Context: an optimization exercise on an open-source flow, tuned for a short achievable clock period and few clock cycles. The choices shown serve that exercise and are no tape-out recipe.
At most, simulation tests tie the RTL to the original design; equivalence was not proved.
Function not checked in run 1: the RTL went through the layout flow alone.
Power and IR drop assume default switching activity.

## design/flow/design.v

```verilog
module mips_core (
  input  logic        CLK,
  input  logic        reset,
  output logic [31:0] imem_addr,
  input  logic [31:0] imem_data,
  output logic        wb_en,
  output logic [4:0]  wb_reg,
  output logic [31:0] wb_data,
  output logic        st_en,
  output logic [5:0]  st_addr,
  output logic [31:0] st_data
);
  logic [29:0] pcF;                  
  logic        eV;                   
  logic        eWe;                  
  logic [4:0]  eDest;
  logic        eLoad, eStore, eBr;
  logic        eSelAdd, eSelAnd, eSelOr, eSelSlt;
  logic        eSub;
  logic        eFA, eFB, eFBalu;     
  logic [31:0] eA, eB, eBalu;
  logic [7:0]  eImm8;
  logic        ePredT, eNZ;
  logic [29:0] eRecov;
  logic        wWe;
  logic [4:0]  wDest;
  logic [31:0] wRes;
  logic        sEn;
  logic [5:0]  sAddr;
  logic [31:0] sData;
  logic [32*32-1:0] rf;
  logic [64*32-1:0] dmem;
  logic        mispE;
  assign imem_addr = {pcF, 2'b00};
  logic [29:0] pcP1F, tgtF;
  logic        predTF;
  assign pcP1F  = pcF + 30'd1;
  assign tgtF   = pcP1F + {{14{imem_data[15]}}, imem_data[15:0]};
  assign predTF = (imem_data[31:26] == 6'h04)
               && (imem_data[15] || imem_data[25:21] == imem_data[20:16]);
  always_ff @(posedge CLK or negedge reset) begin
    if (!reset) begin
      pcF <= '0;
    end else if (mispE) begin
      pcF <= eRecov;
    end else begin
      pcF <= predTF ? tgtF : pcP1F;
    end
  end
  logic [5:0]  opD, fnD;
  logic [4:0]  rsD, rtD, rdD;
  logic [31:0] simmD;
  assign opD   = imem_data[31:26];
  assign rsD   = imem_data[25:21];
  assign rtD   = imem_data[20:16];
  assign rdD   = imem_data[15:11];
  assign fnD   = imem_data[5:0];
  assign simmD = {{16{imem_data[15]}}, imem_data[15:0]};
  logic regWD, useImmD, loadD, storeD, brD;
  logic selAddD, selAndD, selOrD, selSltD, subD;
  logic [4:0] destD;
  always_comb begin
    regWD   = 1'b0;
    useImmD = 1'b0;
    loadD   = 1'b0;
    storeD  = 1'b0;
    brD     = 1'b0;
    selAddD = 1'b0;
    selAndD = 1'b0;
    selOrD  = 1'b0;
    selSltD = 1'b0;
    subD    = 1'b0;
    destD   = rtD;
    case (opD)
      6'h00: begin
        destD = rdD;
        case (fnD)
          6'h20: begin regWD = 1'b1; selAddD = 1'b1; end
          6'h22: begin regWD = 1'b1; selAddD = 1'b1; subD = 1'b1; end
          6'h24: begin regWD = 1'b1; selAndD = 1'b1; end
          6'h25: begin regWD = 1'b1; selOrD  = 1'b1; end
          6'h2A: begin regWD = 1'b1; selSltD = 1'b1; subD = 1'b1; end
          default: ;
        endcase
      end
      6'h08: begin regWD = 1'b1; useImmD = 1'b1; selAddD = 1'b1; end
      6'h23: begin regWD = 1'b1; useImmD = 1'b1; loadD = 1'b1; end
      6'h2B: begin storeD = 1'b1; useImmD = 1'b1; end
      6'h04: brD = 1'b1;
      default: ;
    endcase
  end
  logic weD;
  assign weD = regWD && (destD != 5'd0);
  logic [31:0] rfA, rfB, opAD, opBD;
  assign rfA  = rf[rsD*32 +: 32];
  assign rfB  = rf[rtD*32 +: 32];
  assign opAD = (wWe && wDest == rsD) ? wRes : rfA;
  assign opBD = (wWe && wDest == rtD) ? wRes : rfB;
  logic fAD, fBD;
  assign fAD = eWe && (eDest == rsD);
  assign fBD = eWe && (eDest == rtD);
  logic vNextE;
  assign vNextE = !mispE;
  always_ff @(posedge CLK or negedge reset) begin
    if (!reset) begin
      eV      <= 1'b0;
      eWe     <= 1'b0;
      eDest   <= '0;
      eLoad   <= 1'b0;
      eStore  <= 1'b0;
      eBr     <= 1'b0;
      eSelAdd <= 1'b0;
      eSelAnd <= 1'b0;
      eSelOr  <= 1'b0;
      eSelSlt <= 1'b0;
      eSub    <= 1'b0;
      eFA     <= 1'b0;
      eFB     <= 1'b0;
      eFBalu  <= 1'b0;
      eA      <= '0;
      eB      <= '0;
      eBalu   <= '0;
      eImm8   <= '0;
      ePredT  <= 1'b0;
      eNZ     <= 1'b0;
      eRecov  <= '0;
    end else begin
      eV      <= vNextE;
      eWe     <= vNextE && weD;
      eDest   <= destD;
      eLoad   <= loadD;
      eStore  <= vNextE && storeD;
      eBr     <= vNextE && brD;
      eSelAdd <= selAddD;
      eSelAnd <= selAndD;
      eSelOr  <= selOrD;
      eSelSlt <= selSltD;
      eSub    <= subD;
      eFA     <= fAD;
      eFB     <= fBD;
      eFBalu  <= fBD && !useImmD;
      eA      <= opAD;
      eB      <= opBD;
      eBalu   <= useImmD ? simmD : opBD;
      eImm8   <= imem_data[7:0];
      ePredT  <= predTF;
      eNZ     <= (imem_data[15:0] != 16'd0);
      eRecov  <= predTF ? pcP1F : tgtF;
    end
  end
  logic [31:0] aE, bE, baluE;
  assign aE    = eFA    ? wRes : eA;
  assign bE    = eFB    ? wRes : eB;
  assign baluE = eFBalu ? wRes : eBalu;
  logic [31:0] bxE, sumE;
  logic        ltE;
  assign bxE  = baluE ^ {32{eSub}};
  assign sumE = aE + bxE + {31'd0, eSub};
  assign ltE  = (aE[31] != baluE[31]) ? aE[31] : sumE[31];
  logic [7:0] eaE;
  logic [5:0] wordE;
  assign eaE   = aE[7:0] + eImm8;
  assign wordE = eaE[7:2];
  logic [31:0] ldE;
  assign ldE = dmem[wordE*32 +: 32];
  logic [31:0] resE;
  assign resE = ({32{eSelAdd}} & sumE)
              | ({32{eSelAnd}} & (aE & baluE))
              | ({32{eSelOr}}  & (aE | baluE))
              | {31'd0, eSelSlt & ltE}
              | ({32{eLoad}}   & ldE);
  logic eqE;
  assign eqE   = (aE == bE);
  assign mispE = eBr && eNZ && (eqE != ePredT);
  for (genvar i = 0; i < 64; i++) begin : g_dmem
    always_ff @(posedge CLK or negedge reset) begin
      if (!reset) begin
        dmem[i*32 +: 32] <= '0;
      end else if (eStore && wordE == i) begin
        dmem[i*32 +: 32] <= bE;
      end
    end
  end
  always_ff @(posedge CLK or negedge reset) begin
    if (!reset) begin
      wWe   <= 1'b0;
      wDest <= '0;
      wRes  <= '0;
      sEn   <= 1'b0;
      sAddr <= '0;
      sData <= '0;
    end else begin
      wWe   <= eWe;
      wDest <= eDest;
      wRes  <= resE;
      sEn   <= eStore;
      sAddr <= wordE;
      sData <= bE;
    end
  end
  assign rf[31:0] = '0;
  for (genvar i = 1; i < 32; i++) begin : g_rf
    always_ff @(posedge CLK or negedge reset) begin
      if (!reset) begin
        rf[i*32 +: 32] <= '0;
      end else if (wWe && wDest == i) begin
        rf[i*32 +: 32] <= wRes;
      end
    end
  end
  assign wb_en   = wWe;
  assign wb_reg  = wDest;
  assign wb_data = wRes;
  assign st_en   = sEn;
  assign st_addr = sAddr;
  assign st_data = sData;
endmodule
```

## design/flow/run.sh

```bash
#!/bin/bash
# synth_recipe.tcl (not shown) runs the flow's synth.tcl, then flattens the netlist and writes it again
# the make line also repeats each setting of config.mk as NAME=value (left out here)
make -C /OpenROAD-flow-scripts/flow DESIGN_CONFIG=/design/flow/config.mk WORK_HOME=/design/flow/orfs CLKGATE_MAP_FILE= SYNTH_SCRIPT=/design/flow/synth_recipe.tcl finish
```

## design/flow/config.mk

```make
export PLATFORM = sky130hd
export DESIGN_NAME = mips_core
export DESIGN_NICKNAME = mips_core
export VERILOG_FILES = /design/flow/design.v
export SDC_FILE = /design/flow/constraint.sdc
export NUM_CORES = 4
export LEC_CHECK = 0
export ABC_CLOCK_PERIOD_IN_PS = 3000
export CAP_MARGIN = 20
export CORE_MARGIN = 2
export CORE_UTILIZATION = 40
export SETUP_SLACK_MARGIN = 5
export SLEW_MARGIN = 20
```

## design/flow/constraint.sdc

```tcl
create_clock -name core_clock -period 10.0 [get_ports {CLK}]
set_input_delay 2.0000 -clock core_clock [delete_from_list [all_inputs] [get_ports {CLK}]]
set_output_delay 2.0000 -clock core_clock [all_outputs]
set_load 0.01 [all_outputs]
```

==> results.sh, run 1 <==
export IMPL_outcome="complete, no violations"
export IMPL_max_freq_mhz=197
export IMPL_layout_cells_most_common_list="sky130_fd_sc_hd__dfrtp_1 (3294), sky130_fd_sc_hd__nand2_1 (2770), sky130_fd_sc_hd__a21oi_1 (1645)"
export IMPL_post_synth_inst_count=15377
export IMPL_ys_flop_type="sky130_fd_sc_hd__dfrtp_1"
export IMPL_grt_ovfl_total=0
export IMPL_postSynth_asyncResetShare_pct=100
export IMPL_place_detailed_hpwl_mm=297
export IMPL_synthesis_yosys_warnings=1
export IMPL_drive_gt1_share_pct=20.1
export IMPL_fin_tns_setup_ns=0
export IMPL_antenna_found_initial=35
export IMPL_grt_pass1_vias=116037
export IMPL_ir_drop_mv=0.154
export IMPL_place_area_sq_um=165000
export IMPL_critical_path_buffer_and_inverter_count=5
export IMPL_crit_required_ns=10.84
export IMPL_critical_path_peak_fanout=53
export IMPL_htree_num_levels=5
export IMPL_gp_congestion=0.884
export IMPL_synth_top_cell_area_share_pct=51.9
export IMPL_finalSetupViolations=0
export IMPL_hold_ws_ns=0.433
export IMPL_cp_end_kind="register"
export IMPL_ys_seq_elements=3300
export IMPL_floorplan_core_area_sq_um=396000
export IMPL_numPortBuffers=140
export IMPL_clk_latency_ns=0.98
export IMPL_finalCoreUtilization_pct=45.3
export IMPL_synth_to_layout_area_growth_pct=12.8
export IMPL_timing_hold_violations_final=0
export IMPL_slew_viol_final=0
export IMPL_synthDistinctLibCells=89
export IMPL_cts_sink_count=3300
export IMPL_synth_yosys_seq_area_share_pct=51.9
export IMPL_cts_hold_buf=0
export IMPL_synth_edff_count=0
export IMPL_tritoncts_num_buffers=346
export IMPL_global_route_wire_length_before_repair_mm=800
export IMPL_cts_root_buffer="sky130_fd_sc_hd__clkbuf_16"
export IMPL_total_routing_usage_reported_by_global_routing_pct=26.6
export IMPL_first_iter_violations=12530
export IMPL_class_of_the_tightest_hold_or_removal_check="reg -> reg"
export IMPL_synth_largest_area_cell="sky130_fd_sc_hd__dfrtp_1"
export IMPL_final_design_area_excluding_fillers_sq_um=179000
export IMPL_die_width_um=635
export IMPL_synth_area_top_cells="sky130_fd_sc_hd__dfrtp_1 (52%), sky130_fd_sc_hd__mux4_2 (9.0%), sky130_fd_sc_hd__mux2_2 (8.0%)"
export IMPL_critical_path_top_delay_family="simple AND/OR/NAND/NOR gates"
export IMPL_clock_skew_final_ns=0.0482
export IMPL_min_period_over_period_pct=50.8
export IMPL_detailroute_via_count=119772
export IMPL_postSynthAreaPerCell_sq_um=10.3
export IMPL_worstMarginPinSlew_ns=1.21
export IMPL_grt_start_max_net_pins=181
export IMPL_tritoncts="built"
export IMPL_core_rowCount=231
export IMPL_mappedNetlistArea_sq_um=159000
export IMPL_clkSlewWorstSetupHoldPaths_ns=0.06
export IMPL_drt_drc_violations_left=0
export IMPL_routed_wirelength_normalized_by_instance_count_um=26.8
export IMPL_layout_cells_most_common="sky130_fd_sc_hd__dfrtp_1"
export IMPL_timing_setup_critical_path_class="reg -> reg"
export IMPL_dieArea_sq_um=403000
export IMPL_final_nets=14941
export IMPL_timing_slew_headroom_pct=18.5
export IMPL_path_cells="buf_12 -> mux2_2 -> ha_2 -> nor2_1 -> o21a_2 -> or2_4 -> inv_16 -> buf_12 -> buf_16 -> and3_1 -> a31oi_1 -> o22ai_2 -> o21ai_1 -> buf_4 -> nand4_1 -> o21ai_1"
export IMPL_clockBufferDepth=4
export IMPL_critical_path_startpoint_type="register"
export IMPL_rsz0062_at_grt="true"
export IMPL_final_fill_count=36786
export IMPL_start_util_pct=40.2
export IMPL_die_h_um=635
export IMPL_postRouteWirelength_mm=545
export IMPL_crit_path_max_incr_delay_ns=0.68
export IMPL_io_pin_count=143
export IMPL_max_cap_violations=0
export IMPL_critPathArrivalTime_ns=5.92
export IMPL_drt_pass1_iter_count=6
export IMPL_final_antenna_net_count=0
export IMPL_period_needed_ns=5.08
export IMPL_crit_path_top_delay_cell="sky130_fd_sc_hd__nand4_1"
export IMPL_via_per_inst=5.88
export IMPL_static_leakage_power_nw=80.9
export IMPL_cellPowerDensity_nw_per_um2=169
## per-stage QoR
stage          total power [mW]  std cells  setup WS [ns]
2_1_floorplan              15.4      15378           5.00
3_3_place_gp               16.6      19642           3.46
3_5_place_dp               16.6      19643           3.41
4_1_cts                    30.4      20328           5.00
5_1_grt                    31.3      20357           4.88
6_report                   30.3      20364           4.92
## sequential cells by signal (all words and copies together), names as in the netlist, 5 cells and up
signal	count
dmem	2048
sData	32
eBalu	32
eB	32
eDest	5
pcF	30
eRecov	30
wDest	5
wRes	32
rf	992
sAddr	6
eA	32
eImm8	8
## where the power goes
part | leakage [nW] | total, mW | switching (mW) | internal, mW
sequential | 45.9 | 13.7 | 0.164 | 13.6
clock | 5.89 | 13.8 | 5.74 | 8.04
combinational | 29.2 | 2.81 | 1.84 | 0.966
total | 80.9 | 30.3 | 7.75 | 22.6
## metal layers
metal | track usage, % | vias up | part of all wire, %
met2 | 41.9 | 4996 | 45
li1 | - | 52493 | -
met1 | 36.3 | 61170 | 41
met4 | 11.1 | 14 | 4.9
met5 | 0 | - | 0.015
met3 | 4.65 | 1099 | 8.4
## area by class of cell
| type | instances | area [sq um] | share of cell area, % |
|---|---|---|---|
| antenna | 10 | 25.0 | 0.0139 |
| tap | 5242 | 6560 | 3.66 |
| timing repair buffer | 561 | 6170 | 3.44 |
| timing repair inverter | 3 | 26.3 | 0.0146 |
| sequential | 3300 | 82600 | 46.0 |
| clock inverter | 129 | 1830 | 1.02 |
| multi-input combinational | 10495 | 71500 | 39.9 |
| clock buffer | 501 | 10200 | 5.68 |
| inverter | 123 | 504 | 0.281 |
## worst register-to-register path: cells and delay by family (launching register included)
family | cells | cell delay [ns]
AND/OR/NAND/NOR | 4 | 1.37
AO/OA/AOI/OAI | 5 | 1.26
buffers and inverters | 5 | 1.20
multiplexers | 1 | 0.42
flip-flops | 1 | 0.39
adder cells (fa/ha/maj) | 1 | 0.33
## cells in the mapped netlist, types with 19 or more instances
master                     instances
sky130_fd_sc_hd__a221o_1          26
sky130_fd_sc_hd__nor3_4           33
sky130_fd_sc_hd__nor3_1           39
sky130_fd_sc_hd__nand3_1         796
sky130_fd_sc_hd__nand2_1        2801
sky130_fd_sc_hd__dfrtp_1        3300
sky130_fd_sc_hd__buf_1           221
sky130_fd_sc_hd__a221oi_1         43
sky130_fd_sc_hd__nor2_1         1247
sky130_fd_sc_hd__nand4_1          30
sky130_fd_sc_hd__inv_1           120
sky130_fd_sc_hd__o41ai_1          42
sky130_fd_sc_hd__buf_4            25
sky130_fd_sc_hd__ha_1             75
sky130_fd_sc_hd__clkbuf_1        842
sky130_fd_sc_hd__nor4_1           64
sky130_fd_sc_hd__a311oi_1         26
sky130_fd_sc_hd__a21o_1           38
sky130_fd_sc_hd__o21ai_1          78
sky130_fd_sc_hd__xnor2_1          74
sky130_fd_sc_hd__o21ai_0        1035
sky130_fd_sc_hd__mux2i_1         164
sky130_fd_sc_hd__o22ai_1          19
sky130_fd_sc_hd__a31oi_1          30
sky130_fd_sc_hd__buf_2           375
sky130_fd_sc_hd__xor2_1          105
sky130_fd_sc_hd__a21oi_1        1648
sky130_fd_sc_hd__mux4_2          638
sky130_fd_sc_hd__mux2_2         1136
sky130_fd_sc_hd__and3_1           24
sky130_fd_sc_hd__a22o_1           74
## path summary, 6_finish.rpt
kind	startpoint	endpoint	slack, ns	cells past startpoint
max reg2reg	eFA	wRes[12]	4.92	16
min in group asynchronous	reset	sData[18]	0.92	1
min	eWe	wWe	0.43	0
max in group asynchronous	reset	rf[377]	6.53	3
min reg2reg	eWe	wWe	0.43	0
max	eFA	wRes[12]	4.92	16
## repair_timing
item,4_1_cts,5_1_grt
gates resized for setup,149,77
buffers inserted,24,14
pin swaps,20,11
endpoints found under the setup margin,1942,957
gates cloned,31,12
## kinds of logic (layout without fill, tap and decap cells)
family                   after synthesis  in the layout  synth area share (%)
flip-flops                          3300           3300                  51.9
adder cells (fa/ha/maj)               77             77                 0.615
multiplexers                        1944           1944                  18.2
buffers and inverters               1596           1317                  4.16
AND/OR/NAND/NOR                     5112           5125                  13.3
XOR/XNOR                             181            181                  1.01
AO/OA/AOI/OAI                       3166           3166                  10.8
other                                  1             12               0.00236
==> inputs of run 2 (changes only) <==
--- a/design/flow/design.v
+++ b/design/flow/design.v
@@ -11,6 +11,10 @@
   output logic [31:0] st_data
 );
   logic [29:0] pcF;                  
+  logic        dV;
+  logic [31:0] dInstr;
+  logic [29:0] dPcP1;
+  logic        dPredT;
   logic        eV;                   
   logic        eWe;                  
   logic [4:0]  eDest;
@@ -47,15 +51,28 @@
       pcF <= predTF ? tgtF : pcP1F;
     end
   end
+  always_ff @(posedge CLK or negedge reset) begin
+    if (!reset) begin
+      dV     <= 1'b0;
+      dInstr <= '0;
+      dPcP1  <= '0;
+      dPredT <= 1'b0;
+    end else begin
+      dV     <= !mispE;
+      dInstr <= imem_data;
+      dPcP1  <= pcP1F;
+      dPredT <= predTF;
+    end
+  end
   logic [5:0]  opD, fnD;
   logic [4:0]  rsD, rtD, rdD;
   logic [31:0] simmD;
-  assign opD   = imem_data[31:26];
-  assign rsD   = imem_data[25:21];
-  assign rtD   = imem_data[20:16];
-  assign rdD   = imem_data[15:11];
-  assign fnD   = imem_data[5:0];
-  assign simmD = {{16{imem_data[15]}}, imem_data[15:0]};
+  assign opD   = dInstr[31:26];
+  assign rsD   = dInstr[25:21];
+  assign rtD   = dInstr[20:16];
+  assign rdD   = dInstr[15:11];
+  assign fnD   = dInstr[5:0];
+  assign simmD = {{16{dInstr[15]}}, dInstr[15:0]};
   logic regWD, useImmD, loadD, storeD, brD;
   logic selAddD, selAndD, selOrD, selSltD, subD;
   logic [4:0] destD;
@@ -101,7 +118,7 @@
   assign fAD = eWe && (eDest == rsD);
   assign fBD = eWe && (eDest == rtD);
   logic vNextE;
-  assign vNextE = !mispE;
+  assign vNextE = dV && !mispE;
   always_ff @(posedge CLK or negedge reset) begin
     if (!reset) begin
       eV      <= 1'b0;
@@ -143,10 +160,10 @@
       eA      <= opAD;
       eB      <= opBD;
       eBalu   <= useImmD ? simmD : opBD;
-      eImm8   <= imem_data[7:0];
-      ePredT  <= predTF;
-      eNZ     <= (imem_data[15:0] != 16'd0);
-      eRecov  <= predTF ? pcP1F : tgtF;
+      eImm8   <= dInstr[7:0];
+      ePredT  <= dPredT;
+      eNZ     <= (dInstr[15:0] != 16'd0);
+      eRecov  <= dPredT ? dPcP1 : dPcP1 + simmD[29:0];
     end
   end
   logic [31:0] aE, bE, baluE;
==> design/flow/config.mk (replaced) <==
export PLATFORM = sky130hd
export DESIGN_NAME = mips_core
export DESIGN_NICKNAME = mips_core
export VERILOG_FILES = /design/flow/design.v
export SDC_FILE = /design/flow/constraint.sdc
export NUM_CORES = 4
export LEC_CHECK = 0
export CAP_MARGIN = 20
export CORE_MARGIN = 2
export CORE_UTILIZATION = 40
export SLEW_MARGIN = 20
==> results.sh, run 2 <==
export IMPL_io_pin_count=143
export IMPL_final_fill_count=37193
export IMPL_synth_largest_area_cell="sky130_fd_sc_hd__dfrtp_1"
export IMPL_synthDistinctLibCells=84
export IMPL_grt_ovfl_total=0
export IMPL_total_routing_usage_reported_by_global_routing_pct=26.0
export IMPL_post_cts_setup_buffers=0
export IMPL_power_net_switching_mw=7.98
export IMPL_rr_worst_depth=13
export IMPL_mappedNetlistArea_sq_um=161000
export IMPL_registers_top_by_ff_count="dmem"
export IMPL_start_util_pct=40.2
export IMPL_groute_layer_met2_usage_pct=41.1
export IMPL_final_design_area_excluding_fillers_sq_um=180000
export IMPL_p_sw_share_pct=25.6
export IMPL_rsz0062_at_grt="false"
export IMPL_crit_required_ns=10.88
export IMPL_cp_end_kind="register"
export IMPL_slew_viol_final=0
export IMPL_worstMarginPinSlew_ns=1.32
export IMPL_cts_root_buffer="sky130_fd_sc_hd__clkbuf_16"
export IMPL_place_area_sq_um=167000
export IMPL_grt_start_max_net_pins=157
export IMPL_floorplan_core_area_sq_um=400000
export IMPL_place_detailed_instances=19481
export IMPL_fin_cells=20173
export IMPL_max_cap_violations=0
export IMPL_class_of_the_tightest_hold_or_removal_check="reg -> reg"
export IMPL_synth_top_cells_by_count="sky130_fd_sc_hd__nand2_1 (3784), sky130_fd_sc_hd__dfrtp_1 (3364), sky130_fd_sc_hd__o21ai_0 (2064), sky130_fd_sc_hd__mux2_2 (1090), sky130_fd_sc_hd__clkbuf_1 (1074)"
export IMPL_registers_with_the_most_flip_flops="dmem x2048, rf x992"
export IMPL_numPortBuffers=140
export IMPL_fin_tns_setup_ns=0
export IMPL_synth_top_cell_area_share_pct=52.3
export IMPL_critical_path_startpoint_type="register"
export IMPL_cellPowerDensity_nw_per_um2=174
export IMPL_die_h_um=638
export IMPL_synth_edff_count=0
export IMPL_die_width_um=638
export IMPL_largest_reg_flops=2048
export IMPL_ir_drop_mv=0.156
export IMPL_static_leakage_power_nw=79.0
export IMPL_tritoncts_num_buffers=374
export IMPL_synth_area_top_cells="sky130_fd_sc_hd__dfrtp_1 (52%), sky130_fd_sc_hd__mux4_2 (10%), sky130_fd_sc_hd__nand2_1 (8.8%)"
export IMPL_part_of_the_power_in_the_clock_network_pct=45.8
export IMPL_cts_sink_count=3364
export IMPL_period_needed_ns=6.18
export IMPL_drive_gt1_share_pct=19.8
export IMPL_antenna_found_initial=24
export IMPL_post_synth_inst_count=15175
export IMPL_layout_cells_most_common_list="sky130_fd_sc_hd__nand2_1 (3707), sky130_fd_sc_hd__dfrtp_1 (3347), sky130_fd_sc_hd__o21ai_0 (2063)"
export IMPL_outcome="complete, no violations"
export IMPL_clock_skew_final_ns=0.0824
export IMPL_layout_cells_most_common="sky130_fd_sc_hd__nand2_1"
export IMPL_dieArea_sq_um=407000
export IMPL_ys_flop_type="sky130_fd_sc_hd__dfrtp_1"
export IMPL_synthesis_yosys_warnings=1
export IMPL_drt_drc_violations_left=0
export IMPL_postSynth_asyncResetShare_pct=100
export IMPL_cts_resized=0
export IMPL_finalSetupViolations=0
export IMPL_synth_yosys_seq_area_share_pct=52.3
export IMPL_first_iter_violations=11710
export IMPL_core_rowCount=232
export IMPL_clkSlewWorstSetupHoldPaths_ns=0.06
export IMPL_tritoncts="built"
export IMPL_via_per_inst=5.83
export IMPL_detailroute_via_count=117628
export IMPL_final_nets=14733
export IMPL_reg2reg_to="wRes[2]"
export IMPL_grt_pass1_vias=116510
export IMPL_timing_slew_headroom_pct=11.1
export IMPL_postRouteWirelength_mm=534
export IMPL_timing_setup_critical_path_class="reg -> reg"
export IMPL_globalRouteMet3Util_pct=4.94
export IMPL_critical_path_peak_fanout=37
export IMPL_final_antenna_net_count=0
export IMPL_critical_path_reg2reg_startpoint="wRes[3]"
export IMPL_critical_path_startpoint="wRes[3]"
export IMPL_global_route_wire_length_before_repair_mm=795
export IMPL_ys_seq_elements=3364
export IMPL_gp_congestion=0.866
export IMPL_max_freq_mhz=162
export IMPL_drt_pass1_iter_count=6
export IMPL_postSynthAreaPerCell_sq_um=10.6
export IMPL_critPathArrivalTime_ns=7.06
export IMPL_timing_hold_violations_final=0
export IMPL_grt_met1_usage_pct=35.5
export IMPL_sequentialPowerShare_pct=45.0
export IMPL_global_route_peak_usage_layer="met2"
export IMPL_cts_hold_buf=0
export IMPL_combPwrFrac_pct=9.2
export IMPL_worstSetupEndpoint="wRes[2]"
export IMPL_clk_latency_ns=0.99
export IMPL_r2r_setup_slack_ns=3.82
export IMPL_synthMostInstantiatedCell="sky130_fd_sc_hd__nand2_1"
export IMPL_routed_wirelength_normalized_by_instance_count_um=26.5
export IMPL_cell_internal_pwr_mw=23.3
export IMPL_synth_to_layout_area_growth_pct=11.8
export IMPL_htree_num_levels=5
export IMPL_min_period_over_period_pct=61.8
export IMPL_place_detailed_hpwl_mm=302
export IMPL_clockBufferDepth=4
-- run 2: worst min path at each step --
| stage | start | endpoint | slack, ns | cells past startpoint |
|---|---|---|---|---|
| final | dmem[222] | dmem[222] | 0.47 | 2 |
| after CTS | eRecov[2] | pcF[2] | 0.47 | 2 |
| after floorplan | eWe | wWe | 0.36 | 0 |
| after global placement | eRecov[2] | pcF[2] | 0.44 | 2 |
| after global routing | eRecov[29] | pcF[29] | 0.49 | 2 |
| after detailed placement | eDest[2] | wDest[2] | 0.44 | 0 |
-- run 2: layer usage --
layer	share of wire [%]	up-vias
met5	0.015	-
met4	4.4	12
met3	8.0	1094
met2	46	4534
met1	42	60022
li1	-	51966
-- run 2: stage by stage --
step / setup slack, ns / hold WS (ns) / util [%] / power (mW)
2_1_floorplan: 5.51 / 0.359 / - / 15.9
3_3_place_gp: 3.85 / 0.445 / 41.8 / 17.1
3_5_place_dp: 3.96 / 0.437 / 41.8 / 17.1
4_1_cts: 3.94 / 0.468 / 45.0 / 31.4
5_1_grt: 3.71 / 0.485 / 45.0 / 32.3
6_report: 3.82 / 0.472 / 45.0 / 31.2
-- run 2: final cells by class --
class | instances | area, sq um | area share, %
multi-input combinational | 10279 | 71700 | 39.9
clock inverter | 117 | 1580 | 0.879
inverter | 112 | 435 | 0.242
clock buffer | 559 | 11100 | 6.16
tap | 5265 | 6590 | 3.66
antenna | 15 | 37.5 | 0.0209
sequential | 3364 | 84200 | 46.8
timing repair buffer | 462 | 4280 | 2.38
-- run 2: kinds of logic (layout without fill, tap and decap cells) --
logic type	count (synthesis)	count (layout)	synth area share (%)
mux	2004	2004	19.1
compound gates	3195	3195	10.8
xor+xnor	207	207	1.15
buf+inv	1533	1250	3.77
simple gates	4765	4765	12.0
flops	3364	3364	52.3
fa+ha+maj	106	106	0.838
other cells	1	17	0.00233
-- run 2: power by group through the flow --
stage	sequential [mW]	clock, mW	combinational [mW]
after detailed placement	14.3	0	2.84
after global placement	14.3	0	2.84
after global routing	14.1	15.1	3.12
final	14.0	14.3	2.87
after floorplan	14.2	0	1.69
after CTS	14.0	14.5	2.86
-- run 2: critical path, cell delays in order (launching register included) --
cell                       delay [ns]
sky130_fd_sc_hd__dfrtp_1         0.64
sky130_fd_sc_hd__buf_4           0.50
sky130_fd_sc_hd__mux2i_1         0.26
sky130_fd_sc_hd__inv_1           0.13
sky130_fd_sc_hd__ha_1            0.42
sky130_fd_sc_hd__a21oi_4         0.44
sky130_fd_sc_hd__nor3_1          0.14
sky130_fd_sc_hd__a31oi_4         0.35
sky130_fd_sc_hd__buf_4           0.61
sky130_fd_sc_hd__buf_4           0.57
sky130_fd_sc_hd__a21oi_1         0.09
sky130_fd_sc_hd__nor4_1          0.90
sky130_fd_sc_hd__o221ai_1        0.64
sky130_fd_sc_hd__o211ai_1        0.34
Testbench counts of run 2, summed over its fixed seeds: cycles 117,894.

## port drivers added, routing unchanged
Ports are ideal in the flow. The routed layouts listed here were re-timed in OpenROAD.
Step 1, drivers: a clkbuf_16 drives CLK and a buf_2 each remaining input, both assumed.
Step 2 times the ports against the registers' clock, not the clock port: input delays grow and output delays shrink by t, the midpoint of the rising clock arrivals with the driver on.
Slacks: no drivers / after step 1 / after step 2; pairs: no drivers / after step 1.
run	t (ns)	setup slack, ns	worst hold slack (ns)	clock arrival spread, ns
run 1	1.067	4.917 / 4.917 / 4.113	0.433 / 0.433 / 0.433	0.051 / 0.051
run 2	1.061	3.818 / 3.818 / 3.818	0.472 / 0.472 / 0.472	0.084 / 0.084
After both steps every run listed still meets setup and hold. The setup slack of run 1, which loses most, moves by 0.000 ns with the drivers and by -0.804 ns with both steps.
